This is an optimization exercise on Yosys and OpenROAD, whose aim is small area, a short achievable clock period and few clock cycles, not a production implementation.
RTL that was checked went through simulation tests only; none was proved equivalent to the original.
Function not checked in runs 1 and 2: the RTL went through the layout flow alone.
Power figures rest on the tool's default switching activity, not on a simulated workload.

**design/flow/config.mk**
```make
export PLATFORM = sky130hd
export DESIGN_NAME = job_record_list_insert_search_delete
export DESIGN_NICKNAME = job_record_list_insert_search_delete
export VERILOG_FILES = /design/flow/design.v
export SDC_FILE = /design/flow/constraint.sdc
export NUM_CORES = 4
export LEC_CHECK = 0
export CAP_MARGIN = 20
export CORE_MARGIN = 2
export CORE_UTILIZATION = 60
export SETUP_SLACK_MARGIN = 3.2
export SLEW_MARGIN = 20
```
**design/flow/constraint.sdc**
```tcl
create_clock -name core_clock -period 6.0 [get_ports {i_clk}]
set_input_delay 1.2000 -clock core_clock [delete_from_list [all_inputs] [get_ports {i_clk}]]
set_output_delay 1.2000 -clock core_clock [all_outputs]
set_load 0.01 [all_outputs]
```
**design/flow/design.v**
```verilog
package jrl_pkg;
    localparam int unsigned DEPTH_DEF = 16;
    localparam logic [1:0] CMD_INSERT = 2'd0;
    localparam logic [1:0] CMD_SEARCH = 2'd1;
    localparam logic [1:0] CMD_DELETE = 2'd2;
    localparam logic [1:0] ST_OK       = 2'd0;
    localparam logic [1:0] ST_BADPOS   = 2'd1;
    localparam logic [1:0] ST_FULL     = 2'd2;
    localparam logic [1:0] ST_NOTFOUND = 2'd3;
    typedef struct packed {
        logic [1:0]  cmd;
        logic [4:0]  position;
        logic [7:0]  job_id;
        logic [7:0]  memory_size;
        logic [15:0] arrival_time;
        logic [15:0] run_time;
        logic [15:0] deadline;
        logic [15:0] start_time;
        logic [15:0] memory_address;
        logic [7:0]  process_id;
    } t_req;
    typedef struct packed {
        logic [1:0]  status;
        logic [7:0]  found_job_id;
        logic [7:0]  found_memory_size;
        logic [15:0] found_arrival_time;
        logic [15:0] found_run_time;
        logic [15:0] found_deadline;
        logic [15:0] found_start_time;
        logic [15:0] found_memory_address;
        logic [7:0]  found_process_id;
        logic [4:0]  entries_held;
    } t_rsp;
    typedef struct packed {
        logic [7:0]  job_id;
        logic [7:0]  memory_size;
        logic [15:0] arrival_time;
        logic [15:0] run_time;
        logic [15:0] deadline;
        logic [15:0] start_time;
        logic [15:0] memory_address;
        logic [7:0]  process_id;
    } t_rec;
    typedef enum logic [2:0] {
        S_IDLE,
        S_DECODE,
        S_INS_RD,
        S_INS_WR,
        S_INS_PUT,
        S_SCAN_RD,
        S_SCAN_CMP,
        S_DEL_WR
    } t_state;
endpackage
module jrl_mem #(
    parameter int unsigned DEPTH = jrl_pkg::DEPTH_DEF,
    parameter int unsigned DW    = 96
) (
    input  logic             i_clk,
    input  logic [DEPTH-1:0] i_we,
    input  logic [DW-1:0]    i_wdata,
    input  logic [DEPTH-1:0] i_rsel,
    output logic [DW-1:0]    o_rdata
);
    logic [DW-1:0] r_mem [0:DEPTH-1];
    for (genvar j = 0; j < DEPTH; j++) begin : g_slot
        always_ff @(posedge i_clk) begin
            if (i_we[j]) begin
                r_mem[j] <= i_wdata;
            end
        end
    end
    always_comb begin
        o_rdata = '0;
        for (int j = 0; j < DEPTH; j++) begin
            o_rdata = o_rdata | (r_mem[j] & {DW{i_rsel[j]}});
        end
    end
endmodule
module job_record_list_insert_search_delete #(
    parameter int unsigned DEPTH = jrl_pkg::DEPTH_DEF
) (
    input  logic          i_clk,
    input  logic          i_rst_n,
    input  logic          start,
    input  logic [110:0]  i_req,
    output logic          busy,
    output logic          o_done,
    output logic [110:0]  o_rsp
);
    localparam int unsigned AW   = (DEPTH > 1) ? $clog2(DEPTH) : 1;
    localparam int unsigned CW   = $clog2(DEPTH + 1);
    localparam int unsigned CMPW = ((CW > 5) ? CW : 5) + 1;
    localparam int unsigned DW   = 96;
    logic               r1_v;
    logic [1:0]         r1_cmd;
    logic [4:0]         r1_position;
    logic [7:0]         r1_job_id;
    logic [DW-1:0]      r1_data;
    logic [DEPTH-1:0]   r1_match;    
    logic               r1_badpos;   
    logic               r1_full;     
    logic               r1_ins;      
    logic [DEPTH-1:0]   r1_we;       
    logic [7:0]         r_id  [0:DEPTH-1];
    logic [AW-1:0]      r_map [0:DEPTH-1];
    logic [CW-1:0]      r_count;
    logic               r2_v;
    logic [1:0]         r2_status;
    logic               r2_hit;
    logic [AW-1:0]      r2_slot;
    logic [7:0]         r2_job_id;
    logic               r3_v;
    jrl_pkg::t_rsp      r3_rsp;
    logic [DW-1:0]      rdata;
    logic [DEPTH-1:0]   rsel;
    logic               is_srch;
    logic               is_del;
    logic               ins_do;
    logic               del_do;
    logic [DEPTH-1:0]   ins_from;
    logic [DEPTH-1:0]   ins_at;
    logic [DEPTH-1:0]   map_up;
    logic [DEPTH-1:0]   at_or_after;
    logic [DEPTH-1:0]   first;
    logic               found;
    logic [AW-1:0]      found_slot;
    logic [DEPTH-1:0]   found_oh;
    logic [AW-1:0]      free_slot;
    logic [AW-1:0]      next_slot;
    logic [1:0]         status;
    logic [DEPTH-1:0]   eq_now;
    logic               eq_new;
    logic [DEPTH-1:0]   match_next;
    logic [DEPTH-1:0]   free_next;
    logic [CMPW-1:0]    pos_in;
    logic [CMPW-1:0]    cnt_ext;
    logic               le0;
    logic               le1;
    logic               le2;
    logic               pos_ok_next;
    logic               full_next;
    logic               ins_next;
    jrl_mem #(
        .DEPTH (DEPTH),
        .DW    (DW)
    ) u_mem (
        .i_clk   (i_clk),
        .i_we    (r1_we),
        .i_wdata (r1_data),
        .i_rsel  (rsel),
        .o_rdata (rdata)
    );
    assign busy = 1'b0;
    always_comb begin
        for (int k = 0; k < DEPTH; k++) begin
            eq_now[k] = (r_id[k] == i_req[103:96]);
        end
        eq_new = (r1_job_id == i_req[103:96]);
        for (int k = 0; k < DEPTH; k++) begin
            if (ins_do) begin
                if (ins_at[k]) begin
                    match_next[k] = eq_new;
                end else if (ins_from[k] && k > 0) begin
                    match_next[k] = eq_now[(k > 0) ? k - 1 : 0];
                end else begin
                    match_next[k] = eq_now[k];
                end
                match_next[k] = match_next[k] && (CW'(k) <= r_count);
            end else if (del_do) begin
                if (at_or_after[k] && k < DEPTH - 1) begin
                    match_next[k] = eq_now[(k < DEPTH - 1) ? k + 1 : k];
                end else begin
                    match_next[k] = eq_now[k];
                end
                match_next[k] = match_next[k] && (CW'(k + 1) < r_count);
            end else begin
                match_next[k] = eq_now[k] && (CW'(k) < r_count);
            end
        end
    end
    assign pos_in  = CMPW'(i_req[108:104]);
    assign cnt_ext = CMPW'(r_count);
    assign le0     = (pos_in <= cnt_ext);
    assign le1     = (pos_in <= cnt_ext + CMPW'(1));
    assign le2     = (pos_in <= cnt_ext + CMPW'(2));
    always_comb begin
        if (ins_do) begin
            pos_ok_next = le2;
            full_next   = (r_count == CW'(DEPTH - 1));
        end else if (del_do) begin
            pos_ok_next = le0;
            full_next   = 1'b0;
        end else begin
            pos_ok_next = le1;
            full_next   = (r_count == CW'(DEPTH));
        end
        pos_ok_next = pos_ok_next && (pos_in != '0);
    end
    assign ins_next = start && (i_req[110:109] == jrl_pkg::CMD_INSERT) && pos_ok_next && !full_next;
    always_comb begin
        for (int j = 0; j < DEPTH; j++) begin
            if (ins_do) begin
                free_next[j] = (next_slot == AW'(j)) && (r_count < CW'(DEPTH - 1));
            end else if (del_do && r_count == CW'(DEPTH)) begin
                free_next[j] = found_oh[j];
            end else begin
                free_next[j] = (free_slot == AW'(j)) && (r_count < CW'(DEPTH));
            end
        end
    end
    always_ff @(posedge i_clk) begin
        if (!i_rst_n) begin
            r1_v   <= 1'b0;
            r1_ins <= 1'b0;
            r1_we  <= '0;
        end else begin
            r1_v   <= start;
            r1_ins <= ins_next;
            r1_we  <= ins_next ? free_next : '0;
        end
    end
    always_ff @(posedge i_clk) begin
        r1_cmd      <= i_req[110:109];
        r1_position <= i_req[108:104];
        r1_job_id   <= i_req[103:96];
        r1_data     <= i_req[DW-1:0];
        r1_match    <= match_next;
        r1_badpos   <= !pos_ok_next;
        r1_full     <= full_next;
    end
    assign is_srch = r1_v && (r1_cmd == jrl_pkg::CMD_SEARCH);
    assign is_del  = r1_v && (r1_cmd == jrl_pkg::CMD_DELETE);
    assign ins_do  = r1_ins;
    always_comb begin
        for (int k = 0; k < DEPTH; k++) begin
            ins_from[k] = (r1_position <= 5'(k + 1));
            ins_at[k]   = (r1_position == 5'(k + 1));
            map_up[k]   = ins_from[k] && (CW'(k) <= r_count);
        end
        at_or_after[0] = r1_match[0];
        for (int k = 1; k < DEPTH; k++) begin
            at_or_after[k] = at_or_after[k - 1] | r1_match[k];
        end
        first[0] = r1_match[0];
        for (int k = 1; k < DEPTH; k++) begin
            first[k] = r1_match[k] & ~at_or_after[k - 1];
        end
        found = at_or_after[DEPTH - 1];
        found_slot = '0;
        for (int k = 0; k < DEPTH; k++) begin
            found_slot = found_slot | (r_map[k] & {AW{first[k]}});
        end
        for (int j = 0; j < DEPTH; j++) begin
            found_oh[j] = (found_slot == AW'(j));
        end
        free_slot = r_map[0];
        next_slot = r_map[0];
        for (int k = 0; k < DEPTH; k++) begin
            if (r_count == CW'(k)) begin
                free_slot = r_map[k];
                next_slot = r_map[(k + 1 < DEPTH) ? k + 1 : k];
            end
        end
    end
    assign del_do = is_del && found;
    always_comb begin
        status = jrl_pkg::ST_OK;
        case (r1_cmd)
            jrl_pkg::CMD_INSERT: begin
                if (r1_badpos) begin
                    status = jrl_pkg::ST_BADPOS;
                end else if (r1_full) begin
                    status = jrl_pkg::ST_FULL;
                end
            end
            jrl_pkg::CMD_SEARCH, jrl_pkg::CMD_DELETE: begin
                if (!found) begin
                    status = jrl_pkg::ST_NOTFOUND;
                end
            end
            default: status = jrl_pkg::ST_OK;
        endcase
    end
    always_ff @(posedge i_clk) begin
        if (!i_rst_n) begin
            r_count <= '0;
        end else if (ins_do) begin
            r_count <= r_count + CW'(1);
        end else if (del_do) begin
            r_count <= r_count - CW'(1);
        end
    end
    always_ff @(posedge i_clk) begin
        for (int k = 0; k < DEPTH; k++) begin
            if (ins_do) begin
                if (ins_at[k]) begin
                    r_id[k] <= r1_job_id;
                end else if (ins_from[k] && k > 0) begin
                    r_id[k] <= r_id[(k > 0) ? k - 1 : 0];
                end
            end else if (del_do) begin
                if (at_or_after[k] && k < DEPTH - 1) begin
                    r_id[k] <= r_id[(k < DEPTH - 1) ? k + 1 : k];
                end
            end
        end
    end
    always_ff @(posedge i_clk) begin
        for (int k = 0; k < DEPTH; k++) begin
            if (!i_rst_n) begin
                r_map[k] <= AW'(k);
            end else if (ins_do) begin
                if (ins_at[k]) begin
                    r_map[k] <= free_slot;
                end else if (map_up[k] && k > 0) begin
                    r_map[k] <= r_map[(k > 0) ? k - 1 : 0];
                end
            end else if (del_do) begin
                if (k == DEPTH - 1) begin
                    r_map[k] <= found_slot;
                end else if (at_or_after[k]) begin
                    r_map[k] <= r_map[(k < DEPTH - 1) ? k + 1 : k];
                end
            end
        end
    end
    always_ff @(posedge i_clk) begin
        if (!i_rst_n) begin
            r2_v <= 1'b0;
        end else begin
            r2_v <= r1_v;
        end
    end
    always_ff @(posedge i_clk) begin
        r2_status <= status;
        r2_hit    <= is_srch && found;
        r2_slot   <= found_slot;
        r2_job_id <= r1_job_id;
    end
    always_comb begin
        for (int j = 0; j < DEPTH; j++) begin
            rsel[j] = r2_hit && (r2_slot == AW'(j));
        end
    end
    always_ff @(posedge i_clk) begin
        if (!i_rst_n) begin
            r3_v <= 1'b0;
        end else begin
            r3_v <= r2_v;
        end
    end
    always_ff @(posedge i_clk) begin
        r3_rsp.status <= r2_status;
        r3_rsp.found_job_id <= r2_hit ? r2_job_id : 8'd0;
        {r3_rsp.found_memory_size, r3_rsp.found_arrival_time, r3_rsp.found_run_time,
         r3_rsp.found_deadline, r3_rsp.found_start_time, r3_rsp.found_memory_address,
         r3_rsp.found_process_id} <= rdata;
        r3_rsp.entries_held <= 5'(r_count);
    end
    assign o_done = r3_v;
    assign o_rsp  = r3_rsp;
endmodule
```
**design/flow/run.sh**
```bash
#!/bin/bash
# synth_recipe.tcl (not shown) runs the flow's synth.tcl, then flattens the netlist and writes it again
# the make line also repeats each setting of config.mk as NAME=value (left out here)
make -C /OpenROAD-flow-scripts/flow DESIGN_CONFIG=/design/flow/config.mk WORK_HOME=/design/flow/orfs CLKGATE_MAP_FILE= SYNTH_SCRIPT=/design/flow/synth_recipe.tcl finish
```
==> summary.md, run 1 <==
| Metric | Value |
|---|---|
| Status | no timing/DRC/antenna violations |
| P per Cell Area | 314 nW/um^2 |
| Dpl cells | 6662 |
| CTS tree | yes |
| Rows | 131 |
| Core Region | 127000 um^2 |
| Number of cells traversed by the worst register-to-register path | 15 |
| Setup slack, reg-to-reg | 2.95 ns |
| Layout Cells excl Fill | 7152 |
| Total of max-cap violations | 0 |
| Post-synth EDFFs | 1664 |
| Final min period | 3.05 ns |
| Vertical die dimension | 361 um |
| CP max-delay cell | sky130_fd_sc_hd__a2111oi_4 |
| Final net count | 5458 |
| Clk sink count | 2008 |
| Met2 usage | 55.4% |
| Cell chain of the critical path | buf_12 > ha_4 > buf_6 > nor4bb_1 > buf_4 > buf_6 > a21oi_2 > a21oi_2 > a2111oi_4 > o22ai_4 > buf_4 > buf_6 > buf_16 > and4_4 > a211o_1 |
| Critical Path Max Stage Delay | 0.47 ns |
| Launching element type of the critical path | flop |
| Most frequent cells in the layout | sky130_fd_sc_hd__edfxtp_1 (1664), sky130_fd_sc_hd__a221oi_1 (388), sky130_fd_sc_hd__a22o_1 (386) |
| Total clock buffers created by CTS | 195 |
| Setup repair after global routing missed its margin | true |
| Number of slew-limit violations in the final report | 0 |
| Yosys top cell area share | 65.3% |
| Initial antenna violation count | 11 |
| Net Count, Synth | 5174 |
| Netlist cell types | 97 |
| Worst vdd ir | 0.309 mV |
| Routed WL | 227000 um |
| WL per Instance | 31.7 um |
| Leading cell type in the layout, fill and taps excluded | sky130_fd_sc_hd__edfxtp_1 |
| Data arrival time of the critical path | 3.75 ns |
| Leakage power of the design | 30.0 nW |
| Kind of end point of the critical path | flop |
| Largest net degree at the start of global routing | 242 |
| Count of warnings emitted by yosys | 5 |
| Reg clk slew, reported paths | 0.06 ns |
| Path class of the lowest-slack min-delay path | reg2reg |
| Proportion of total power due to net switching | 20.2% |
| Share of the core filled with cells | 70.4% |
| Io pins | 227 |
| Largest area contributor in the synthesized netlist | sky130_fd_sc_hd__edfxtp_1 |
| Number of nets still failing antenna checks after routing | 0 |
| GRT Overall Usage | 34.3% |
| Finish-stage setup viols | 0 |
| Switching power total | 5.69 mW |
| Global routing met1 resource utilization | 47.6% |
| Combinational fraction of design power | 2.0% |
| Met3 layer usage reported by global route | 5.71% |
| Worst hold endpoint | r3_rsp[110] |
| Hold-fix buffer count after cts | 0 |
| Die Width | 361 um |
| Actual slew at the worst max-slew pin | 1.15 ns |
| Most prevalent standard cell on the critical path | sky130_fd_sc_hd__buf_6 |
| Global-route wire length before repair | 327000 um |
| Worst-path maximum fanout | 5 |
| Final HPWL DP | 116000 um |
| Fmax achieved | 328 MHz |
| Final period utilization | 50.9% |
| Final hold slack | 0.333 ns |
| Layout cells sized above 1 | 15.0% |
| Post-synthesis instance total | 5033 |
| Final hold vios | 0 |
| Total number of vias | 49.2k |
| Clock network fraction of design power | 43.5% |
| Count of port buffers added during placement | 225 |
| Sequential share of the synthesized area | 74.3% |
| Pre-Repair DR Iteration Count | 9 |
| Top cells by area, synth | sky130_fd_sc_hd__edfxtp_1 (65%), sky130_fd_sc_hd__dfxtp_1 (9.0%), sky130_fd_sc_hd__a221oi_1 (4.5%) |
| Fillers | 8429 |
| GR peak layer | met2 |
| Worst clock skew on the final layout | 0.0548 ns |
| Origin of the critical flop-to-flop path | r_count[1] |
| Worst Hold Path Cells | 0 |
| Vias per inst | 6.88 |
| Deepest level of the CTS H-tree | 4 |
| Clock root buffer | sky130_fd_sc_hd__clkbuf_16 |
| DRT iter0 DRCs | 6952 |
| Dominant register cell in the synthesized netlist | sky130_fd_sc_hd__edfxtp_1 |
| Required time at the worst-slack endpoint | 6.69 ns |
| Average instance area after synthesis | 15.2 um^2 |
| Cell area after synthesis | 76600 um^2 |
| Die Area | 130000 um^2 |
| Critical R2R Capture | r1_we[6] |
| Flops & latches, synth | 2008 |
| Drc violations | 0 |
| Share of synthesized flip-flops with an asynchronous set or reset | 0% |
| Cell-internal power | 22.4 mW |
| Number of global-route vias before repair | 47.4k |
| Maximum clock path buffer count | 3 |
| Source-to-sink clock delay at the later pin of the worst-skew pair | 0.83 ns |
| Max-slew headroom | 23.7% |
| Portion of total power attributed to sequential cells | 54.5% |
| Area Growth Syn to Fin | 16.9% |
| Placer's final routability congestion estimate | 0.949 |
| Setup CP Type | reg2reg |
| Setup Total Neg Slack | 0 ns |
| Launch point of the worst hold path | r2_status[1] |
| Global route total overflow | 0 |
| Starting density of the core | 60.3% |
through the flow:
step | power [mW] | setup WS [ns] | instance area (um^2)
after floorplan | 15.8 | 3.03 | 76800
after global placement | 16.1 | 1.73 | 80700
after detailed placement | 16.1 | 1.73 | 80700
after CTS | 28.1 | 3.04 | 88800
after global routing | 28.8 | 2.91 | 89500
final | 28.1 | 2.95 | 89500
kinds of logic (layout without fill, tap and decap cells):
family,count (synthesis),count (layout),synth area share (%)
simple gates,937,938,6.10
xor+xnor,145,145,1.66
fa+ha+maj,27,27,0.441
other cells,1,4,0.00490
compound gates,1434,1437,14.3
mux,85,85,1.15
buf+inv,396,846,2.04
flops,2008,2008,74.3
area by class of cell:
cell class,instances,area (um^2),area share [%]
inverter,39,159,0.178
multi-input combinational,2633,19600,21.9
sequential,2008,57000,63.7
timing repair buffer,440,4250,4.75
clock inverter,79,932,1.04
tap,1662,2080,2.32
clock buffer,288,5490,6.14
antenna,3,7.51,0.00839
what timing repair did:
item	CTS	global route
resized for setup	362	110
cloned	7	1
pin swaps	78	49
endpoints found under the setup margin	413	162
buffers inserted	82	30
critical path, delay by kind of cell, from the launching register on:
kind | cells | cell delay (ns)
compound gates | 5 | 1.11
flops | 1 | 0.39
fa+ha+maj | 1 | 0.17
simple gates | 2 | 0.31
buf+inv | 7 | 0.97
flip-flops by register name, indices dropped and copies added (netlist names), 2 cells and up:
name	cells
r1_cmd	2
r1_position	5
r1_data	96
u_mem.r_mem	1536
r1_we	16
r1_match	16
r_id	128
r_map	64
r2_job_id	8
r3_rsp	111
r2_slot	4
r2_status	2
r_count	5
r1_job_id	8
power groups by stage:
stage | sequential (mW) | clock [mW] | combinational [mW]
after detailed placement | 15.6 | 0 | 0.468
after CTS | 15.3 | 12.3 | 0.535
final | 15.3 | 12.2 | 0.569
after floorplan | 15.5 | 0 | 0.265
after global routing | 15.3 | 12.9 | 0.597
after global placement | 15.6 | 0 | 0.469
cell usage after synthesis (all sizes together) (93+ instances only):
library cell and number:
a21oi 201, a221oi 391, a22o 386, a31oi 93
clkbuf 296, dfxtp 344, edfxtp 1664, nand2 316
nand4 115, nor2 230, o21ai 130, xor2 94
per-layer routing:
layer	share of wire (%)	routed length [um]
met5	0.010	23
met4	3.8	8660
met3	9.2	20900
met2	48	108000
met1	39	89000
how the worst max path moves through the flow:
stage / slack [ns] / depth (start not counted) / from / endpoint
after CTS: 3.04 / 10 / r_count[1] / r1_we[2]
after floorplan: 3.03 / 10 / i_req[105] / r1_we[2]
after global placement: 1.73 / 8 / i_req[99] / r1_match[11]
after global routing: 2.91 / 15 / r_count[1] / r1_we[11]
final: 2.95 / 15 / r_count[1] / r1_we[6]
after detailed placement: 1.73 / 8 / i_req[99] / r1_match[11]
==> run 2: changes to the inputs <==
--- a/design/flow/design.v
+++ b/design/flow/design.v
@@ -107,2 +107,3 @@
     logic [CW-1:0]      r_count;
+    logic [DEPTH-1:0]   r_live;      
     logic               r2_v;
@@ -131,2 +132,4 @@
     logic [1:0]         status;
+    logic [DEPTH:0]     live_ext;    
+    logic [DEPTH-1:0]   at_count;    
     logic [DEPTH-1:0]   eq_now;
@@ -168,3 +171,3 @@
                 end
-                match_next[k] = match_next[k] && (CW'(k) <= r_count);
+                match_next[k] = match_next[k] && live_ext[k];
             end else if (del_do) begin
@@ -175,5 +178,5 @@
                 end
-                match_next[k] = match_next[k] && (CW'(k + 1) < r_count);
+                match_next[k] = match_next[k] && live_ext[k + 2 <= DEPTH ? k + 2 : DEPTH];
             end else begin
-                match_next[k] = eq_now[k] && (CW'(k) < r_count);
+                match_next[k] = eq_now[k] && r_live[k];
             end
@@ -189,3 +192,3 @@
             pos_ok_next = le2;
-            full_next   = (r_count == CW'(DEPTH - 1));
+            full_next   = r_live[DEPTH - 2];
         end else if (del_do) begin
@@ -195,3 +198,3 @@
             pos_ok_next = le1;
-            full_next   = (r_count == CW'(DEPTH));
+            full_next   = r_live[DEPTH - 1];
         end
@@ -203,7 +206,7 @@
             if (ins_do) begin
-                free_next[j] = (next_slot == AW'(j)) && (r_count < CW'(DEPTH - 1));
-            end else if (del_do && r_count == CW'(DEPTH)) begin
+                free_next[j] = (next_slot == AW'(j)) && !r_live[DEPTH - 2];
+            end else if (del_do && r_live[DEPTH - 1]) begin
                 free_next[j] = found_oh[j];
             end else begin
-                free_next[j] = (free_slot == AW'(j)) && (r_count < CW'(DEPTH));
+                free_next[j] = (free_slot == AW'(j)) && !r_live[DEPTH - 1];
             end
@@ -231,2 +234,4 @@
     end
+    assign live_ext = {r_live, 1'b1};
+    assign at_count = live_ext[DEPTH-1:0] & ~r_live;
     assign is_srch = r1_v && (r1_cmd == jrl_pkg::CMD_SEARCH);
@@ -238,3 +243,3 @@
             ins_at[k]   = (r1_position == 5'(k + 1));
-            map_up[k]   = ins_from[k] && (CW'(k) <= r_count);
+            map_up[k]   = ins_from[k] && live_ext[k];
         end
@@ -256,8 +261,8 @@
         end
-        free_slot = r_map[0];
-        next_slot = r_map[0];
+        free_slot = '0;
+        next_slot = '0;
         for (int k = 0; k < DEPTH; k++) begin
-            if (r_count == CW'(k)) begin
-                free_slot = r_map[k];
-                next_slot = r_map[(k + 1 < DEPTH) ? k + 1 : k];
+            free_slot = free_slot | (r_map[k] & {AW{at_count[k]}});
+            if (k + 1 < DEPTH) begin
+                next_slot = next_slot | (r_map[(k + 1 < DEPTH) ? k + 1 : k] & {AW{at_count[k]}});
             end
@@ -287,6 +292,9 @@
             r_count <= '0;
+            r_live  <= '0;
         end else if (ins_do) begin
             r_count <= r_count + CW'(1);
+            r_live  <= {r_live[DEPTH-2:0], 1'b1};
         end else if (del_do) begin
             r_count <= r_count - CW'(1);
+            r_live  <= {1'b0, r_live[DEPTH-1:1]};
         end
==> run 2 against run 1 <==
Die area shrank 0.49%. First-iteration DRC count shrank 5.0%. Non-clock buffer count shrank 77. Synthesized cell count shrank 2.6%. Critical endpoint is now r1_we[0]. Wire length shrank 4.6%. Cell area shrank 2.1%. Worst setup slack gained 0.22 ns. Highest routed layer unchanged. Hold slack gained 0.0078 ns. Sequential share of layout area grew 1.7 points.
==> summary.md, run 2 <==
| Metric | Value |
|---|---|
| Status | no timing/DRC/antenna violations (unchanged) |
| Deepest level of the CTS H-tree | 4 (unchanged) |
| Flops & latches, synth | 2024 (was 2008) |
| Largest area contributor in the synthesized netlist | sky130_fd_sc_hd__edfxtp_1 (unchanged) |
| Fmax achieved | 353 MHz (was 328 MHz) |
| CP max-delay cell | sky130_fd_sc_hd__dfxtp_1 (was sky130_fd_sc_hd__a2111oi_4) |
| Worst-path maximum fanout | 9 (was 5) |
| Fillers | 8410 (was 8429) |
| Post-synth EDFFs | 1664 (unchanged) |
| Count of warnings emitted by yosys | 5 (unchanged) |
| Origin of the critical flop-to-flop path | r1_match[10] (was r_count[1]) |
| Rows | 130 (was 131) |
| DRT iter0 DRCs | 6601 (was 6952) |
| Final HPWL DP | 113000 um (was 116000 um) |
| CTS tree | yes (unchanged) |
| Top cells by area, synth | sky130_fd_sc_hd__edfxtp_1 (66%), sky130_fd_sc_hd__dfxtp_1 (9.5%), sky130_fd_sc_hd__a22o_1 (4.5%) (was sky130_fd_sc_hd__edfxtp_1 (65%), sky130_fd_sc_hd__dfxtp_1 (9.0%), sky130_fd_sc_hd__a221oi_1 (4.5%)) |
| Most frequent cell after synthesis | sky130_fd_sc_hd__edfxtp_1 (unchanged) |
| Max-slew headroom | 26.1% (was 23.7%) |
| Global route total overflow | 0 (unchanged) |
| Cell area after synthesis | 76200 um^2 (was 76600 um^2) |
| Final hold slack | 0.341 ns (was 0.333 ns) |
| Clock root buffer | sky130_fd_sc_hd__clkbuf_16 (unchanged) |
| Maximum clock path buffer count | 3 (unchanged) |
| Placer's final routability congestion estimate | 0.929 (was 0.949) |
| Number of nets still failing antenna checks after routing | 0 (unchanged) |
| Clk sink count | 2024 (was 2008) |
| Post-synthesis instance total | 4901 (was 5033) |
| Launch point of the worst hold path | r2_status[0] (was r2_status[1]) |
| Global-route wire length before repair | 314000 um (was 327000 um) |
| Final min period | 2.83 ns (was 3.05 ns) |
| Number of slew-limit violations in the final report | 0 (unchanged) |
| Dominant register cell in the synthesized netlist | sky130_fd_sc_hd__edfxtp_1 (unchanged) |
| Reg clk slew, reported paths | 0.06 ns (about the same) |
| Setup repair after global routing missed its margin | true (unchanged) |
| Netlist cell types | 85 (was 97) |
| Leading cell type in the layout, fill and taps excluded | sky130_fd_sc_hd__edfxtp_1 (unchanged) |
| Hold-fix buffer count after cts | 0 (unchanged) |
| Die Area | 130000 um^2 (about the same) |
| Die Width | 360 um (was 361 um) |
| Count of port buffers added during placement | 225 (unchanged) |
| Most frequent cells in the layout | sky130_fd_sc_hd__edfxtp_1 (1664), sky130_fd_sc_hd__a22o_1 (394), sky130_fd_sc_hd__a221oi_1 (391) (was sky130_fd_sc_hd__edfxtp_1 (1664), sky130_fd_sc_hd__a221oi_1 (388), sky130_fd_sc_hd__a22o_1 (386)) |
| Max reg flops | 1536 (unchanged) |
| Total number of vias | 47.7k (was 49.2k) |
| Core Region | 126000 um^2 (was 127000 um^2) |
| WL per Instance | 31.1 um (was 31.7 um) |
| Io pins | 227 (unchanged) |
| Data arrival time of the critical path | 3.54 ns (was 3.75 ns) |
| Critical Path Max Stage Delay | 0.55 ns (was 0.47 ns) |
| Pre-Repair DR Iteration Count | 6 (was 9) |
| Average instance area after synthesis | 15.5 um^2 (was 15.2 um^2) |
| Top register by number of flip-flops | u_mem.r_mem (unchanged) |
| Setup Total Neg Slack | 0 ns (unchanged) |
| Most frequent cells after synthesis | sky130_fd_sc_hd__edfxtp_1 (1664), sky130_fd_sc_hd__a22o_1 (394), sky130_fd_sc_hd__a221oi_1 (391) (was sky130_fd_sc_hd__edfxtp_1 (1664), sky130_fd_sc_hd__a221oi_1 (390), sky130_fd_sc_hd__a22o_1 (386)) |
| Worst setup path startpoint | r1_match[10] (was r_count[1]) |
| Leakage power of the design | 29.6 nW (was 30.0 nW) |
| Cell chain of the critical path | nor4_1 > a32o_1 > o31ai_1 > and4_4 > clkinv_2 > nor4_4 > or4b_1 > a21oi_1 (was buf_12 > ha_4 > buf_6 > nor4bb_1 > buf_4 > buf_6 > a21oi_2 > a21oi_2 > a2111oi_4 > o22ai_4 > buf_4 > buf_6 > buf_16 > and4_4 > a211o_1) |
| Yosys top cell area share | 65.6% (was 65.3%) |
| Worst vdd ir | 0.321 mV (was 0.309 mV) |
| Setup CP Type | reg2reg (unchanged) |
| Dpl cells | 6552 (was 6662) |
| Routed WL | 216000 um (was 227000 um) |
| Layout cells sized above 1 | 11.8% (was 15.0%) |
| Top flop regs | u_mem.r_mem (1536), r_id (128), r3_rsp (111) (unchanged) |
| Source-to-sink clock delay at the later pin of the worst-skew pair | 0.82 ns (was 0.83 ns) |
| Path class of the lowest-slack min-delay path | reg2reg (unchanged) |
| Final period utilization | 47.2% (was 50.9%) |
| Worst clock skew on the final layout | 0.0448 ns (was 0.0548 ns) |
| Kind of end point of the critical path | flop (unchanged) |
| Vertical die dimension | 360 um (was 361 um) |
| GRT Overall Usage | 32.9% (was 34.3%) |
| P per Cell Area | 326 nW/um^2 (was 314 nW/um^2) |
| Number of global-route vias before repair | 45.5k (was 47.4k) |
| Share of the core filled with cells | 69.7% (was 70.4%) |
| Sequential share of the synthesized area | 75.1% (was 74.3%) |
| Net Count, Synth | 5039 (was 5174) |
| Required time at the worst-slack endpoint | 6.71 ns (was 6.69 ns) |
| Actual slew at the worst max-slew pin | 1.11 ns (was 1.15 ns) |
| Area Growth Syn to Fin | 15.1% (was 16.9%) |
| Initial antenna violation count | 11 (unchanged) |
| Vias per inst | 6.86 (was 6.88) |
| Drc violations | 0 (unchanged) |
| Largest net degree at the start of global routing | 114 (was 242) |
| Final hold vios | 0 (unchanged) |
| Share of synthesized flip-flops with an asynchronous set or reset | 0% (unchanged) |
| Launching element type of the critical path | flop (unchanged) |
| Layout Cells excl Fill | 6957 (was 7152) |
| Total of max-cap violations | 0 (unchanged) |
| Total clock buffers created by CTS | 197 (was 195) |
| Finish-stage setup viols | 0 (unchanged) |
| Starting density of the core | 60.6% (was 60.3%) |
| Final net count | 5268 (was 5458) |
[run 2: final cells by class]
cell class	count	area, um^2	share of cell area [%]
Sequential cell	2024	57300	65.4
Multi-Input combinational cell	2514	18100	20.7
Clock buffer	286	5750	6.56
Timing Repair Buffer	363	3410	3.89
Tap cell	1650	2060	2.36
Clock inverter	89	855	0.975
Inverter	30	120	0.137
Antenna cell	1	2.50	0.00285
[run 2: cells by family (layout without fill, tap and decap cells)]
kind of cell,after synthesis,count (layout),synth area share [%]
buffers and inverters,367,768,1.83
and+or+nand+nor,853,857,5.58
xor gates and xnor gates,145,145,1.67
adders and majority gates,24,24,0.404
DFF,2024,2024,75.1
AOI/OAI and AO/OA,1349,1349,13.6
muxes,138,138,1.83
other,1,2,0.00492
[run 2: worst max-delay path, delay by kind of cell, from the launching register on]
kind	cells	cell delay (ns)
buffers and inverters	1	0.19
DFF	1	0.55
AOI/OAI and AO/OA	3	0.67
and+or+nand+nor	4	1.31
[run 2: repair_timing]
action | CTS | global route
cloned | 5 | 1
endpoints found under the setup margin | 396 | 108
hold endpoints to repair | 0 | 0
resized for setup | 211 | 48
pin swaps | 13 | 6
buffers inserted | 22 | 1
[run 2: per-stage QoR]
stage,power [mW],area [um^2],worst slack [ns]
6_report,28.5,87700,3.17
5_1_grt,29.2,87600,3.09
4_1_cts,28.6,87500,3.07
3_5_place_dp,16.4,80400,1.93
3_3_place_gp,16.4,80400,2.02
2_1_floorplan,16.0,76300,3.17
[run 2: path summary, 6_finish.rpt]
| path | endpoint | slack [ns] | depth (start not counted) |
|---|---|---|---|
| max | r1_we[0] | 3.17 | 8 |
| min | r3_rsp[109] | 0.34 | 0 |
| max reg2reg | r1_we[0] | 3.17 | 8 |
| min reg2reg | r3_rsp[109] | 0.34 | 0 |
[run 2: layer usage]
layer	part of all wire (%)	vias up	wire length (um)	GRT usage, %
met5	0.023	-	50	0
met3	10	349	22100	5.79
li1	-	20300	-	-
met4	2.5	8	5370	9.26
met2	45	2725	98200	49.7
met1	42	24400	90600	49.6
[run 2: where the power goes]
| part | internal, mW | switching, mW |
|---|---|---|
| clock | 7.11 | 5.28 |
| combinational | 0.256 | 0.414 |
| sequential | 15.3 | 0.210 |
| total | 22.6 | 5.91 |
==> run 3: changes to the inputs <==
--- a/design/flow/design.v
+++ b/design/flow/design.v
@@ -96,6 +96,6 @@
     logic [1:0]         r1_cmd;
-    logic [4:0]         r1_position;
+    logic [DEPTH-1:0]   r1_from;     
     logic [7:0]         r1_job_id;
     logic [DW-1:0]      r1_data;
-    logic [DEPTH-1:0]   r1_match;    
+    logic [DEPTH-1:0]   r1_aoa;      
     logic               r1_badpos;   
@@ -137,2 +137,3 @@
     logic [DEPTH-1:0]   match_next;
+    logic [DEPTH-1:0]   aoa_next;
     logic [DEPTH-1:0]   free_next;
@@ -183,2 +184,6 @@
         end
+        aoa_next = match_next;
+        for (int l = 1; l < DEPTH; l = l * 2) begin
+            aoa_next = aoa_next | (aoa_next << l);
+        end
     end
@@ -227,6 +232,8 @@
         r1_cmd      <= i_req[110:109];
-        r1_position <= i_req[108:104];
+        for (int k = 0; k < DEPTH; k++) begin
+            r1_from[k] <= (i_req[108:104] <= 5'(k + 1));
+        end
         r1_job_id   <= i_req[103:96];
         r1_data     <= i_req[DW-1:0];
-        r1_match    <= match_next;
+        r1_aoa      <= aoa_next;
         r1_badpos   <= !pos_ok_next;
@@ -241,13 +248,10 @@
         for (int k = 0; k < DEPTH; k++) begin
-            ins_from[k] = (r1_position <= 5'(k + 1));
-            ins_at[k]   = (r1_position == 5'(k + 1));
+            ins_from[k] = r1_from[k];
+            ins_at[k]   = r1_from[k] && !((k > 0) ? r1_from[(k > 0) ? k - 1 : 0] : 1'b0);
             map_up[k]   = ins_from[k] && live_ext[k];
         end
-        at_or_after[0] = r1_match[0];
-        for (int k = 1; k < DEPTH; k++) begin
-            at_or_after[k] = at_or_after[k - 1] | r1_match[k];
-        end
-        first[0] = r1_match[0];
+        at_or_after = r1_aoa;
+        first[0] = r1_aoa[0];
         for (int k = 1; k < DEPTH; k++) begin
-            first[k] = r1_match[k] & ~at_or_after[k - 1];
+            first[k] = r1_aoa[k] & ~r1_aoa[k - 1];
         end
--- a/design/flow/config.mk
+++ b/design/flow/config.mk
@@ -10,3 +10,5 @@
 export CORE_UTILIZATION = 60
-export SETUP_SLACK_MARGIN = 3.2
+export CTS_CLUSTER_DIAMETER = 100
+export CTS_CLUSTER_SIZE = 30
+export SETUP_SLACK_MARGIN = 3.5
 export SLEW_MARGIN = 20
==> run 3 against run 2 <==
First-iteration DRC count up 2.9%. Maximum frequency up 14%. Critical path depth up 3. Highest routed layer unchanged.
==> summary.md, run 3 <==
| Metric | Value |
|---|---|
| Status | no timing/DRC/antenna violations (unchanged) |
| Setup CP Type | in2reg (was reg2reg) |
| CTS tree | yes (unchanged) |
| Starting density of the core | 60.7% (was 60.6%) |
| Portion of total power attributed to sequential cells | 66.9% (was 54.2%) |
| Setup Total Neg Slack | 0 ns (unchanged) |
| Post-layout total power | 23.2 mW (was 28.5 mW) |
| Leading cell type in the layout, fill and taps excluded | sky130_fd_sc_hd__edfxtp_1 (unchanged) |
| Count of warnings emitted by yosys | 5 (unchanged) |
| Sequential share of the synthesized area | 75.1% (about the same) |
| Largest net degree at the start of global routing | 98 (was 114) |
| Post-route standard cell area excluding fillers | 84900 um^2 (was 87700 um^2) |
| Share of synthesized flip-flops with an asynchronous set or reset | 0% (unchanged) |
| Post-synth EDFFs | 1664 (unchanged) |
| Number of nets still failing antenna checks after routing | 0 (unchanged) |
| Vertical die dimension | 361 um (was 360 um) |
| Number of slew-limit violations in the final report | 0 (unchanged) |
| Die Width | 361 um (was 360 um) |
| Count of port buffers added during placement | 225 (unchanged) |
| Worst clock skew on the final layout | 0.0291 ns (was 0.0448 ns) |
| Area Growth Syn to Fin | 11.0% (was 15.1%) |
| Leakage power of the design | 27.9 nW (was 29.6 nW) |
| Global-route wire length before repair | 319000 um (was 314000 um) |
| Number of global-route vias before repair | 44.3k (was 45.5k) |
| Average instance area after synthesis | 15.8 um^2 (was 15.5 um^2) |
| Worst-path maximum fanout | 8 (was 9) |
| Final min period | 2.49 ns (was 2.83 ns) |
| Hold-fix buffer count after cts | 0 (unchanged) |
| Deepest level of the CTS H-tree | 3 (was 4) |
| Die Area | 130000 um^2 (about the same) |
| Most frequent cell after synthesis | sky130_fd_sc_hd__edfxtp_1 (unchanged) |
| Clk sink count | 2035 (was 2024) |
| Global route total overflow | 0 (unchanged) |
| Vias per inst | 6.95 (was 6.86) |
| DRT iter0 DRCs | 6793 (was 6601) |
| Source-to-sink clock delay at the later pin of the worst-skew pair | 0.71 ns (was 0.82 ns) |
| Maximum clock path buffer count | 3 (unchanged) |
| Worst vdd ir | 0.361 mV (was 0.321 mV) |
| Most frequent cells in the layout | sky130_fd_sc_hd__edfxtp_1 (1664), sky130_fd_sc_hd__a221oi_1 (392), sky130_fd_sc_hd__a22o_1 (388) (was sky130_fd_sc_hd__edfxtp_1 (1664), sky130_fd_sc_hd__a22o_1 (394), sky130_fd_sc_hd__a221oi_1 (391)) |
| Largest area contributor in the synthesized netlist | sky130_fd_sc_hd__edfxtp_1 (unchanged) |
| Finish-stage setup viols | 0 (unchanged) |
| Rows | 130 (unchanged) |
| Total clock buffers created by CTS | 80 (was 197) |
| Post-synthesis instance total | 4840 (was 4901) |
| Flops & latches, synth | 2035 (was 2024) |
| Final HPWL DP | 116000 um (was 113000 um) |
| Io pins | 227 (unchanged) |
| Fillers | 8615 (was 8410) |
| Final period utilization | 41.6% (was 47.2%) |
| Launching element type of the critical path | input pin (was flop) |
| Net Count, Synth | 4978 (was 5039) |
| Required time at the worst-slack endpoint | 6.66 ns (was 6.71 ns) |
| Actual slew at the worst max-slew pin | 1.10 ns (was 1.11 ns) |
| Setup slack, reg-to-reg | 3.52 ns (was 3.17 ns) |
| Total of max-cap violations | 0 (unchanged) |
| Top cells by area, synth | sky130_fd_sc_hd__edfxtp_1 (65%), sky130_fd_sc_hd__dfxtp_1 (9.7%), sky130_fd_sc_hd__a221oi_1 (4.5%) (was sky130_fd_sc_hd__edfxtp_1 (66%), sky130_fd_sc_hd__dfxtp_1 (9.5%), sky130_fd_sc_hd__a22o_1 (4.5%)) |
| Yosys top cell area share | 65.3% (was 65.6%) |
| GRT Overall Usage | 33.8% (was 32.9%) |
| Initial antenna violation count | 6 (was 11) |
| Dominant register cell in the synthesized netlist | sky130_fd_sc_hd__edfxtp_1 (unchanged) |
| Top flop regs | u_mem.r_mem (1536), r_id (128), r3_rsp (111) (unchanged) |
| Core Region | 126000 um^2 (about the same) |
| Reg clk slew, reported paths | 0.12 ns (was 0.06 ns) |
| Placer's final routability congestion estimate | 0.974 (was 0.929) |
| Netlist cell types | 82 (was 85) |
| Path class of the lowest-slack min-delay path | reg2reg (unchanged) |
| Proportion of total power due to net switching | 20.9% (was 20.7%) |
| Setup repair after global routing missed its margin | true (unchanged) |
| Data arrival time of the critical path | 3.15 ns (was 3.54 ns) |
| Cell area after synthesis | 76500 um^2 (was 76200 um^2) |
| Final hold vios | 0 (unchanged) |
| Routed WL | 224000 um (was 216000 um) |
| Instance area at placement | 80700 um^2 (was 80400 um^2) |
| Max-slew headroom | 26.6% (was 26.1%) |
| Final WS setup | 3.51 ns (was 3.17 ns) |
| Top register by number of flip-flops | u_mem.r_mem (unchanged) |
| WL per Instance | 33.3 um (was 31.1 um) |
| Pre-Repair DR Iteration Count | 8 (was 6) |
| Final net count | 5166 (was 5268) |
| Cell-internal power | 18.3 mW (was 22.6 mW) |
| Switching power total | 4.83 mW (was 5.91 mW) |
| Total number of vias | 46.9k (was 47.7k) |
| Clock root buffer | sky130_fd_sc_hd__clkbuf_16 (unchanged) |
| Max reg flops | 1536 (unchanged) |
| Layout cells sized above 1 | 14.6% (was 11.8%) |
| Dpl ws | 1.54 ns (was 1.93 ns) |
| P per Cell Area | 273 nW/um^2 (was 326 nW/um^2) |
| Kind of end point of the critical path | flop (unchanged) |
| Clock network fraction of design power | 30.1% (was 43.4%) |
| Most frequent cells after synthesis | sky130_fd_sc_hd__edfxtp_1 (1664), sky130_fd_sc_hd__a221oi_1 (394), sky130_fd_sc_hd__a22o_1 (389) (was sky130_fd_sc_hd__edfxtp_1 (1664), sky130_fd_sc_hd__a22o_1 (394), sky130_fd_sc_hd__a221oi_1 (391)) |
| Combinational fraction of design power | 2.9% (was 2.3%) |
| Drc violations | 0 (unchanged) |
| Fmax achieved | 401 MHz (was 353 MHz) |
==> run 3: final timing paths <==
| kind | from | to | depth (start not counted) |
|---|---|---|---|
| worst max-delay path | i_req[98] | r1_aoa[9] | 11 |
| worst min-delay path | r2_status[1] | r3_rsp[110] | 0 |
| worst max register to register | r_live[8] | r1_we[9] | 9 |
| worst min register to register | r2_status[1] | r3_rsp[110] | 0 |
==> run 3: final cells by class <==
type                    instances  area [um^2]  share of cell area (%)
repair buffers                431         4100                    4.82
multi-input cells            2442        18400                    21.7
inverters                      38          161                   0.190
clock buffers                 134         2270                    2.67
flip-flops and latches       2035        57700                    67.9
clock inverters                12          213                   0.251
diodes                          2         5.00                 0.00590
well taps                    1650         2060                    2.43
==> run 3: routing by layer <==
metal  part of all wire [%]  vias up  wire length [um]  track usage, %
met5                  0.022        -                50               0
met4                    2.3        8              5080            7.02
met3                     11      308             24900            6.50
met2                     45     2809            102000            51.9
met1                     41    24000             92600            51.0
li1                       -    19700                 -               -
==> run 3: power by group through the flow <==
stage / clock, mW / sequential [mW] / combinational [mW]
global placement: 0 / 15.8 / 0.551
finish: 6.98 / 15.5 / 0.675
global route: 7.48 / 15.5 / 0.715
floorplan: 0 / 15.7 / 0.345
detailed placement: 0 / 15.8 / 0.553
CTS: 7.04 / 15.5 / 0.627
==> run 3: cells by family (layout without fill, tap and decap cells) <==
family	count (synthesis)	count (layout)	synth area share (%)
adder cells (fa/ha/maj)	24	24	0.402
other	1	3	0.00490
multiplexers	209	209	2.80
AND/OR/NAND/NOR	799	801	5.15
flip-flops	2035	2035	75.1
AO/OA/AOI/OAI	1262	1262	12.8
buffers and inverters	365	615	2.03
XOR/XNOR	145	145	1.73
==> run 3: what timing repair did <==
item | CTS | global route
buffers inserted | 80 | 14
hold endpoints to repair | 0 | 0
gates resized for setup | 677 | 198
gates cloned | 12 | 1
pin swaps | 49 | 32
setup endpoints to repair | 335 | 179
==> run 3: critical path, stage by stage <==
cell                        delay [ns]
sky130_fd_sc_hd__buf_6            0.12
sky130_fd_sc_hd__buf_12           0.14
sky130_fd_sc_hd__xor2_2           0.15
sky130_fd_sc_hd__nor4_2           0.31
sky130_fd_sc_hd__nand2_2          0.16
sky130_fd_sc_hd__buf_6            0.15
sky130_fd_sc_hd__mux2_2           0.25
sky130_fd_sc_hd__o311a_1          0.32
sky130_fd_sc_hd__nand4_1          0.15
sky130_fd_sc_hd__nor3_4           0.09
sky130_fd_sc_hd__nand4bb_1        0.10
==> run 3: per-stage QoR <==
step	util [%]	instances	hold slack, ns
6_report	67.3	6744	0.340
5_1_grt	67.3	6742	0.346
4_1_cts	66.9	6727	0.340
3_5_place_dp	64.0	6489	0.313
3_3_place_gp	64.0	6487	0.312
2_1_floorplan	-	4840	0.310
Testbench counts of run 3, summed over its fixed seeds: cycles 4,824.
==> run 4: changes to the inputs <==
--- a/design/flow/config.mk
+++ b/design/flow/config.mk
@@ -11,3 +11,3 @@
 export CTS_CLUSTER_DIAMETER = 100
-export CTS_CLUSTER_SIZE = 30
+export CTS_CLUSTER_SIZE = 22
 export SETUP_SLACK_MARGIN = 3.5
==> run 4 against run 3 <==
Sequential power barely moved. Worst setup slack got worse by 0.049 ns. Flip-flop and latch count did not move. First-iteration DRC count rose by 0.62%. Cell area rose by 0.68%. Critical path type unchanged. Total power rose by 3.3%. Area after synthesis did not move. Largest cell class unchanged. Still clean on timing, DRC and antenna.
==> summary.md, run 4 <==
| Metric | Value |
|---|---|
| Status | no timing/DRC/antenna violations (unchanged) |
| Top register by number of flip-flops | u_mem.r_mem (unchanged) |
| Worst-path maximum fanout | 8 (unchanged) |
| Kind of end point of the critical path | flop (unchanged) |
| Largest area contributor in the synthesized netlist | sky130_fd_sc_hd__edfxtp_1 (unchanged) |
| Most frequent cells after synthesis | sky130_fd_sc_hd__edfxtp_1 (1664), sky130_fd_sc_hd__a221oi_1 (394), sky130_fd_sc_hd__a22o_1 (389) (unchanged) |
| Top cells by area, synth | sky130_fd_sc_hd__edfxtp_1 (65%), sky130_fd_sc_hd__dfxtp_1 (9.7%), sky130_fd_sc_hd__a221oi_1 (4.5%) (unchanged) |
| Vertical die dimension | 361 um (unchanged) |
| Actual slew at the worst max-slew pin | 1.10 ns (about the same) |
| Pre-Repair DR Iteration Count | 7 (was 8) |
| Most frequent cells in the layout | sky130_fd_sc_hd__edfxtp_1 (1664), sky130_fd_sc_hd__a221oi_1 (392), sky130_fd_sc_hd__a22o_1 (388) (unchanged) |
| Final min period | 2.54 ns (was 2.49 ns) |
| Post-synth EDFFs | 1664 (unchanged) |
| Setup repair after global routing missed its margin | true (unchanged) |
| Cell chain of the critical path | buf_12 > buf_16 > xor2_1 > nor4_2 > nand2_1 > buf_6 > a2111o_1 > a2bb2oi_2 > nand4bb_4 > nor3_4 > buf_12 > nand4_1 (was buf_6 > buf_12 > xor2_2 > nor4_2 > nand2_2 > buf_6 > mux2_2 > o311a_1 > nand4_1 > nor3_4 > nand4bb_1) |
| Origin of the critical flop-to-flop path | r1_aoa[0] (was r_live[8]) |
| Post-synthesis instance total | 4840 (unchanged) |
| Sequential share of the synthesized area | 75.1% (unchanged) |
| Total clock buffers created by CTS | 103 (was 80) |
| Source-to-sink clock delay at the later pin of the worst-skew pair | 0.76 ns (was 0.71 ns) |
| Combined buffer and inverter count along the critical path | 4 (was 3) |
| Switching power total | 4.97 mW (was 4.83 mW) |
| Most prevalent standard cell on the critical path | sky130_fd_sc_hd__buf_12 (was sky130_fd_sc_hd__buf_6) |
| Max-slew headroom | 26.9% (was 26.6%) |
| Number of cells traversed by the worst register-to-register path | 8 (was 9) |
| Largest delay contributor family on the critical path | simple AND/OR/NAND/NOR gates (unchanged) |
| Total of max-cap violations | 0 (unchanged) |
| Drc violations | 0 (unchanged) |
| Largest net degree at the start of global routing | 98 (unchanged) |
| Fmax achieved | 393 MHz (was 401 MHz) |
| Core Region | 126000 um^2 (unchanged) |
| Proportion of total power due to net switching | 20.8% (was 20.9%) |
| Area Growth Syn to Fin | 11.8% (was 11.0%) |
| Clock network fraction of design power | 32.4% (was 30.1%) |
| Setup CP Type | in2reg (unchanged) |
| WL per Instance | 33.0 um (was 33.3 um) |
| Final hold vios | 0 (unchanged) |
| Global route total overflow | 0 (unchanged) |
| Launching element type of the critical path | input pin (unchanged) |
| Average instance area after synthesis | 15.8 um^2 (unchanged) |
| Leakage power of the design | 28.2 nW (was 27.9 nW) |
| Critical Path Max Stage Delay | 0.37 ns (was 0.32 ns) |
| Die Width | 361 um (unchanged) |
| Worst hold endpoint | r3_rsp[110] (unchanged) |
| Required time at the worst-slack endpoint | 6.69 ns (was 6.66 ns) |
| Hold-fix buffer count after cts | 0 (unchanged) |
| Launch point of the worst hold path | r2_status[1] (unchanged) |
| Rows | 130 (unchanged) |
| Die Area | 130000 um^2 (unchanged) |
| Clock root buffer | sky130_fd_sc_hd__clkbuf_16 (unchanged) |
| Final HPWL DP | 116000 um (unchanged) |
| Combinational fraction of design power | 2.8% (was 2.9%) |
| CTS tree | yes (unchanged) |
| Worst vdd ir | 0.327 mV (was 0.361 mV) |
| Setup slack, reg-to-reg | 3.48 ns (was 3.52 ns) |
| Post-route standard cell area excluding fillers | 85500 um^2 (was 84900 um^2) |
| Count of warnings emitted by yosys | 5 (unchanged) |
| Total number of vias | 46.9k (about the same) |
| GRT Overall Usage | 33.9% (was 33.8%) |
| Max reg flops | 1536 (unchanged) |
| P per Cell Area | 280 nW/um^2 (was 273 nW/um^2) |
| Share of synthesized flip-flops with an asynchronous set or reset | 0% (unchanged) |
| Cell area after synthesis | 76500 um^2 (unchanged) |
| Global-route wire length before repair | 319000 um (about the same) |
| Starting density of the core | 60.7% (unchanged) |
| Cell-internal power | 19.0 mW (was 18.3 mW) |
| Net Count, Synth | 4978 (unchanged) |
| Dominant register cell in the synthesized netlist | sky130_fd_sc_hd__edfxtp_1 (unchanged) |
| Final period utilization | 42.4% (was 41.6%) |
| Final net count | 5193 (was 5166) |
| Number of global-route vias before repair | 44.4k (was 44.3k) |
| Maximum clock path buffer count | 3 (unchanged) |
| Initial antenna violation count | 7 (was 6) |
| Number of slew-limit violations in the final report | 0 (unchanged) |
| Finish-stage setup viols | 0 (unchanged) |
| Flops & latches, synth | 2035 (unchanged) |
| Io pins | 227 (unchanged) |
| Routed WL | 224000 um (about the same) |
| Layout cells sized above 1 | 14.2% (was 14.6%) |
| Clk sink count | 2035 (unchanged) |
| Critical R2R Capture | r1_we[4] (was r1_we[9]) |
| Leading cell type in the layout, fill and taps excluded | sky130_fd_sc_hd__edfxtp_1 (unchanged) |
| Most frequent cell after synthesis | sky130_fd_sc_hd__edfxtp_1 (unchanged) |
| Instance area at placement | 80700 um^2 (unchanged) |
| Placer's final routability congestion estimate | 0.974 (unchanged) |
| Data arrival time of the critical path | 3.23 ns (was 3.15 ns) |
| Netlist cell types | 82 (unchanged) |
| Reg clk slew, reported paths | 0.10 ns (was 0.12 ns) |
| Worst Hold Path Cells | 0 (unchanged) |
| DRT iter0 DRCs | 6835 (was 6793) |
| Portion of total power attributed to sequential cells | 64.8% (was 66.9%) |
| Vias per inst | 6.91 (was 6.95) |
| Setup Total Neg Slack | 0 ns (unchanged) |
| Deepest level of the CTS H-tree | 3 (unchanged) |
| Worst clock skew on the final layout | 0.0357 ns (was 0.0291 ns) |
| Path class of the lowest-slack min-delay path | reg2reg (unchanged) |
| Count of port buffers added during placement | 225 (unchanged) |
| CP max-delay cell | sky130_fd_sc_hd__a2111o_1 (was sky130_fd_sc_hd__o311a_1) |
| Number of nets still failing antenna checks after routing | 0 (unchanged) |
| Top flop regs | u_mem.r_mem (1536), r_id (128), r3_rsp (111) (unchanged) |
| Yosys top cell area share | 65.3% (unchanged) |
==> run 4: logic make-up (layout without fill, tap and decap cells) <==
logic type | after synthesis | in the layout | share of synthesized area [%]
DFF | 2035 | 2035 | 75.1
AOI/OAI and AO/OA | 1262 | 1262 | 12.8
and+or+nand+nor | 799 | 801 | 5.15
buffers and inverters | 365 | 666 | 2.03
muxes | 209 | 209 | 2.80
xor gates and xnor gates | 145 | 145 | 1.73
adders and majority gates | 24 | 24 | 0.402
other | 1 | 2 | 0.00490
==> run 4: through the flow <==
step	power, mW	util [%]	hold slack, ns	setup slack (ns)	std cells
floorplan	16.1	-	0.310	2.97	4840
detailed placement	16.4	64.0	0.313	1.54	6489
global route	24.5	67.8	0.341	3.35	6793
finish	23.9	67.8	0.333	3.46	6794
CTS	23.9	67.3	0.333	3.41	6779
global placement	16.4	64.0	0.312	1.57	6487
==> run 4: worst max path at each step <==
stage / startpoint / to / slack, ns / depth (start not counted)
floorplan: i_req[105] / r1_we[12] / 2.97 / 10
global placement: i_req[96] / r1_aoa[15] / 1.57 / 9
detailed placement: i_req[105] / r1_we[1] / 1.54 / 10
CTS: r1_cmd[0] / r1_aoa[9] / 3.41 / 12
global route: r_count[1] / r1_we[5] / 3.35 / 13
finish: i_req[103] / r1_aoa[15] / 3.46 / 12
==> run 4: routing by layer <==
layer	vias up	global-route usage (%)	wire [um]
met5	-	0	52
met2	2770	52.1	102000
li1	19800	-	-
met1	24000	50.7	91900
met4	8	7.14	4950
met3	311	6.80	25400
==> run 4: power groups by stage <==
stage	Clock (mW)	Sequential (mW)	Combinational [mW]
3_5_place_dp	0	15.8	0.553
2_1_floorplan	0	15.7	0.345
3_3_place_gp	0	15.8	0.551
6_report	7.76	15.5	0.664
5_1_grt	8.30	15.5	0.705
4_1_cts	7.83	15.5	0.627
==> run 4: final cells by class <==
| cell class | instances | area, um^2 |
|---|---|---|
| diodes | 1 | 2.50 |
| repair buffers | 435 | 4200 |
| clock buffers | 182 | 2920 |
| well taps | 1650 | 2060 |
| multi-input cells | 2442 | 18400 |
| clock inverters | 11 | 154 |
| flip-flops and latches | 2035 | 57600 |
| inverters | 38 | 156 |
| fillers | 8531 | 40600 |
==> run 4: repair_timing <==
action,4_1_cts,5_1_grt
gates resized for setup,729,154
gates cloned,11,0
setup buffers,86,14
pin swaps,52,28
setup endpoints to repair,335,193
==> run 5: changes to the inputs <==
==> design/flow/flow/run.sh (new file) <==
#!/bin/bash
# The standard layout (the standard.sh, synthesis included, unchanged),
# except that the port buffers it inserts are buf_2 cells rather than the
# delay cells buffer_ports picks by default. Every port still gets its buffer.
# make's output goes to standard.log; each ORFS step keeps its own log under
# orfs/logs/.
set -euo pipefail
export BUFFER_PORTS_ARGS="-buffer_cell sky130_fd_sc_hd__buf_2"
bash standard.sh > standard.log 2>&1
==> design/flow/standard.sh (new file) <==
#!/bin/bash
# synth_recipe.tcl (not shown) runs the flow's synth.tcl, then flattens the netlist and writes it again
# the make line also repeats each setting of config.mk as NAME=value (left out here)
make -C /OpenROAD-flow-scripts/flow DESIGN_CONFIG=/design/flow/config.mk WORK_HOME=/design/flow/orfs CLKGATE_MAP_FILE= SYNTH_SCRIPT=/design/flow/synth_recipe.tcl "${@:-finish}"
removed: design/flow/run.sh
==> run 5 against run 4 <==
Total power down 0.41%. Cell area is 1.5% lower. Die area stayed put. Largest power group unchanged.
==> summary.md, run 5 <==
| Metric | Value |
|---|---|
| Source-to-sink clock delay at the later pin of the worst-skew pair | 0.77 ns (was 0.76 ns) |
| Total number of vias | 46.6k (was 46.9k) |
| Die Width | 361 um (unchanged) |
| Final min period | 2.55 ns (was 2.54 ns) |
| Cell area after synthesis | 76500 um^2 (unchanged) |
| Area Growth Syn to Fin | 10.1% (was 11.8%) |
| Worst clock skew on the final layout | 0.0478 ns (was 0.0357 ns) |
| Initial antenna violation count | 8 (was 7) |
| Pre-Repair DR Iteration Count | 7 (unchanged) |
| Number of slew-limit violations in the final report | 0 (unchanged) |
| Worst setup path startpoint | r_count[1] (was i_req[103]) |
| Top flop regs | u_mem.r_mem (1536), r_id (128), r3_rsp (111) (unchanged) |
| Deepest level of the CTS H-tree | 3 (unchanged) |
| GRT Overall Usage | 34.3% (was 33.9%) |
| Number of global-route vias before repair | 43.7k (was 44.4k) |
| Flops & latches, synth | 2035 (unchanged) |
| Core Region | 126000 um^2 (unchanged) |
| Rows | 130 (unchanged) |
| Dpl ws | 2.07 ns (was 1.54 ns) |
| Routed WL | 227000 um (was 224000 um) |
| Fillers | 8781 (was 8531) |
| Io pins | 227 (unchanged) |
| Setup repair after global routing missed its margin | true (unchanged) |
| Fmax achieved | 392 MHz (was 393 MHz) |
| Final hold slack | 0.341 ns (was 0.333 ns) |
| Setup slack, reg-to-reg | 3.45 ns (was 3.48 ns) |
| Starting density of the core | 60.7% (unchanged) |
| Global route total overflow | 0 (unchanged) |
| Sequential share of the synthesized area | 75.1% (unchanged) |
| Worst vdd ir | 0.280 mV (was 0.327 mV) |
| CP endpoint | r1_we[4] (was r1_aoa[15]) |
| Largest net degree at the start of global routing | 97 (was 98) |
| Worst-path maximum fanout | 5 (was 8) |
| Leading cell type in the layout, fill and taps excluded | sky130_fd_sc_hd__edfxtp_1 (unchanged) |
| Average instance area after synthesis | 15.8 um^2 (unchanged) |
| Total clock buffers created by CTS | 103 (unchanged) |
| Number of cells traversed by the worst register-to-register path | 13 (was 8) |
| Clock root buffer | sky130_fd_sc_hd__clkbuf_16 (unchanged) |
| Final net count | 5136 (was 5193) |
| Clk sink count | 2035 (unchanged) |
| Drc violations | 0 (unchanged) |
| Count of warnings emitted by yosys | 5 (unchanged) |
| Most frequent cells after synthesis | sky130_fd_sc_hd__edfxtp_1 (1664), sky130_fd_sc_hd__a221oi_1 (394), sky130_fd_sc_hd__a22o_1 (389) (unchanged) |
| Final period utilization | 42.5% (was 42.4%) |
| Top cells by area, synth | sky130_fd_sc_hd__edfxtp_1 (65%), sky130_fd_sc_hd__dfxtp_1 (9.7%), sky130_fd_sc_hd__a221oi_1 (4.5%) (unchanged) |
| Yosys top cell area share | 65.3% (unchanged) |
| Max reg flops | 1536 (unchanged) |
| Finish-stage setup viols | 0 (unchanged) |
| P per Cell Area | 283 nW/um^2 (was 280 nW/um^2) |
| Vertical die dimension | 361 um (unchanged) |
| WL per Instance | 33.7 um (was 33.0 um) |
| Final hold vios | 0 (unchanged) |
| Dominant register cell in the synthesized netlist | sky130_fd_sc_hd__edfxtp_1 (unchanged) |
| Share of synthesized flip-flops with an asynchronous set or reset | 0% (unchanged) |
| Net Count, Synth | 4978 (unchanged) |
| Maximum clock path buffer count | 3 (unchanged) |
| Actual slew at the worst max-slew pin | 1.18 ns (was 1.10 ns) |
| Origin of the critical flop-to-flop path | r_count[1] (was r1_aoa[0]) |
| Kind of end point of the critical path | flop (unchanged) |
| Final HPWL DP | 114000 um (was 116000 um) |
| Layout cells sized above 1 | 14.4% (was 14.2%) |
| Setup Total Neg Slack | 0 ns (unchanged) |
| Critical R2R Capture | r1_we[4] (unchanged) |
| Status | no timing/DRC/antenna violations (unchanged) |
| Final WS setup | 3.45 ns (was 3.46 ns) |
| Layout Cells excl Fill | 6738 (was 6794) |
| Placer's final routability congestion estimate | 0.983 (was 0.974) |
| Data arrival time of the critical path | 3.22 ns (was 3.23 ns) |
| Top register by number of flip-flops | u_mem.r_mem (unchanged) |
| Count of port buffers added during placement | 225 (unchanged) |
| Launching element type of the critical path | flop (was input pin) |
| DRT iter0 DRCs | 6900 (was 6835) |
| Vias per inst | 6.91 (about the same) |
| Max-slew headroom | 21.5% (was 26.9%) |
| Required time at the worst-slack endpoint | 6.67 ns (was 6.69 ns) |
| Global-route wire length before repair | 320000 um (was 319000 um) |
| Reg clk slew, reported paths | 0.09 ns (was 0.10 ns) |
| Leakage power of the design | 27.8 nW (was 28.2 nW) |
| Dpl cells | 6470 (was 6489) |
| Path class of the lowest-slack min-delay path | reg2reg (unchanged) |
| Netlist cell types | 82 (unchanged) |
| Most frequent cells in the layout | sky130_fd_sc_hd__edfxtp_1 (1664), sky130_fd_sc_hd__a221oi_1 (393), sky130_fd_sc_hd__a22o_1 (388) (was sky130_fd_sc_hd__edfxtp_1 (1664), sky130_fd_sc_hd__a221oi_1 (392), sky130_fd_sc_hd__a22o_1 (388)) |
| Largest area contributor in the synthesized netlist | sky130_fd_sc_hd__edfxtp_1 (unchanged) |
| Number of nets still failing antenna checks after routing | 0 (unchanged) |
| Post-synthesis instance total | 4840 (unchanged) |
| Most frequent cell after synthesis | sky130_fd_sc_hd__edfxtp_1 (unchanged) |
| Post-synth EDFFs | 1664 (unchanged) |
| CTS tree | yes (unchanged) |
| Die Area | 130000 um^2 (unchanged) |
| Setup CP Type | reg2reg (was in2reg) |
| Launch point of the worst hold path | r2_status[1] (unchanged) |
| Post-layout total power | 23.8 mW (was 23.9 mW) |
| Total of max-cap violations | 0 (unchanged) |
-- run 5: cell type report --
class / count / area, um^2 / share of cell area, %
antenna: 2 / 5.00 / 0.00595
clock buffer: 181 / 2880 / 3.42
clock inverter: 12 / 200 / 0.238
inverter: 38 / 148 / 0.175
multi-input combinational: 2445 / 18200 / 21.6
sequential: 2035 / 57600 / 68.4
tap: 1650 / 2060 / 2.45
timing repair buffer: 375 / 3110 / 3.69
-- run 5: critical path: stages, from the launching register on --
cell and delay (ns):
sky130_fd_sc_hd__dfxtp_4 0.39, sky130_fd_sc_hd__ha_4 0.26, sky130_fd_sc_hd__inv_2 0.04, sky130_fd_sc_hd__ha_4 0.20
sky130_fd_sc_hd__nor2b_1 0.12, sky130_fd_sc_hd__o21a_1 0.16, sky130_fd_sc_hd__o21a_1 0.19, sky130_fd_sc_hd__o21ai_2 0.15
sky130_fd_sc_hd__a21oi_2 0.10, sky130_fd_sc_hd__a2111oi_4 0.33, sky130_fd_sc_hd__nand4_1 0.15, sky130_fd_sc_hd__buf_6 0.16
sky130_fd_sc_hd__buf_8 0.14, sky130_fd_sc_hd__nor2_1 0.08
-- run 5: through the flow --
step,utilization (%),area (um^2)
6_report,66.8,84200
5_1_grt,66.8,84200
4_1_cts,66.3,83600
3_5_place_dp,62.9,79300
3_3_place_gp,62.9,79300
2_1_floorplan,-,76600
-- run 5: cells by family after synthesis --
family	Yosys count	share of synthesized area, %
AOI/OAI and AO/OA	1262	12.8
xor gates and xnor gates	145	1.73
adders and majority gates	24	0.402
buffers and inverters	365	2.03
DFF	2035	75.1
muxes	209	2.80
other	1	0.00490
and+or+nand+nor	799	5.15
-- run 5: layer usage --
metal | share of wire [%] | wire length (um) | up-vias | track usage [%]
met3 | 11 | 25800 | 304 | 7.12
met4 | 2.4 | 5530 | 8 | 7.77
met2 | 44 | 101000 | 2708 | 51.2
met5 | 0.018 | 40 | - | 0
li1 | - | - | 19700 | -
met1 | 42 | 95100 | 23800 | 52.4
-- run 5: worst min path at each step --
stage | depth (start not counted) | slack [ns] | end
2_1_floorplan | 0 | 0.31 | r3_rsp[109]
6_report | 0 | 0.34 | r3_rsp[110]
3_3_place_gp | 0 | 0.31 | r3_rsp[109]
5_1_grt | 0 | 0.35 | r3_rsp[110]
4_1_cts | 0 | 0.34 | r3_rsp[110]
3_5_place_dp | 0 | 0.32 | r3_rsp[110]
-- run 5: what timing repair did --
action / 4_1_cts / 5_1_grt
setup buffers: 43 / 14
endpoints found under the setup margin: 291 / 223
cloned: 15 / 1
hold endpoints to repair: 0 / 0
pin swaps: 22 / 28
gates resized for setup: 181 / 105
hold buffers: 0 / 0
-- run 5: power breakdown --
| part | switching, mW | internal, mW | total [mW] |
|---|---|---|---|
| Combinational | 0.366 | 0.228 | 0.594 |
| Clock | 4.38 | 3.36 | 7.74 |
| Sequential | 0.214 | 15.3 | 15.5 |
| Total | 4.96 | 18.9 | 23.8 |

what the ideal ports hide:
How much do the figures lean on ideal ports? The routed layouts below were timed once more, with nothing changed but the port constraints.
Step 1: set_driving_cell puts a clkbuf_16 on i_clk and a buf_2 on each other input, an assumption about the parent block.
Step 2 moves the port delays by t, midway between the first and last clock arrival at a register: inputs arrive t later, outputs are due t later. That takes back most of the time a late clock gives input paths.
a / b / c = no drivers / after step 1 / after step 2; a / b = the first two.
run | shift t [ns] | slack for setup (ns) | worst setup path after step 2
run 1 | 0.877 | 2.947 / 2.947 / 2.310 | input to register
run 2 | 0.883 | 3.170 / 3.148 / 2.445 | input to register
run 3 | 0.788 | 3.507 / 3.458 / 2.770 | input to register
run 4 | 0.827 | 3.458 / 3.460 / 2.667 | input to register
run 5 | 0.829 | 3.447 / 3.440 / 2.725 | input to register
After both steps every run listed still meets setup and hold. For run 4, which loses most, drivers alone change the setup slack by +0.002 ns; drivers and shift together by -0.791 ns.
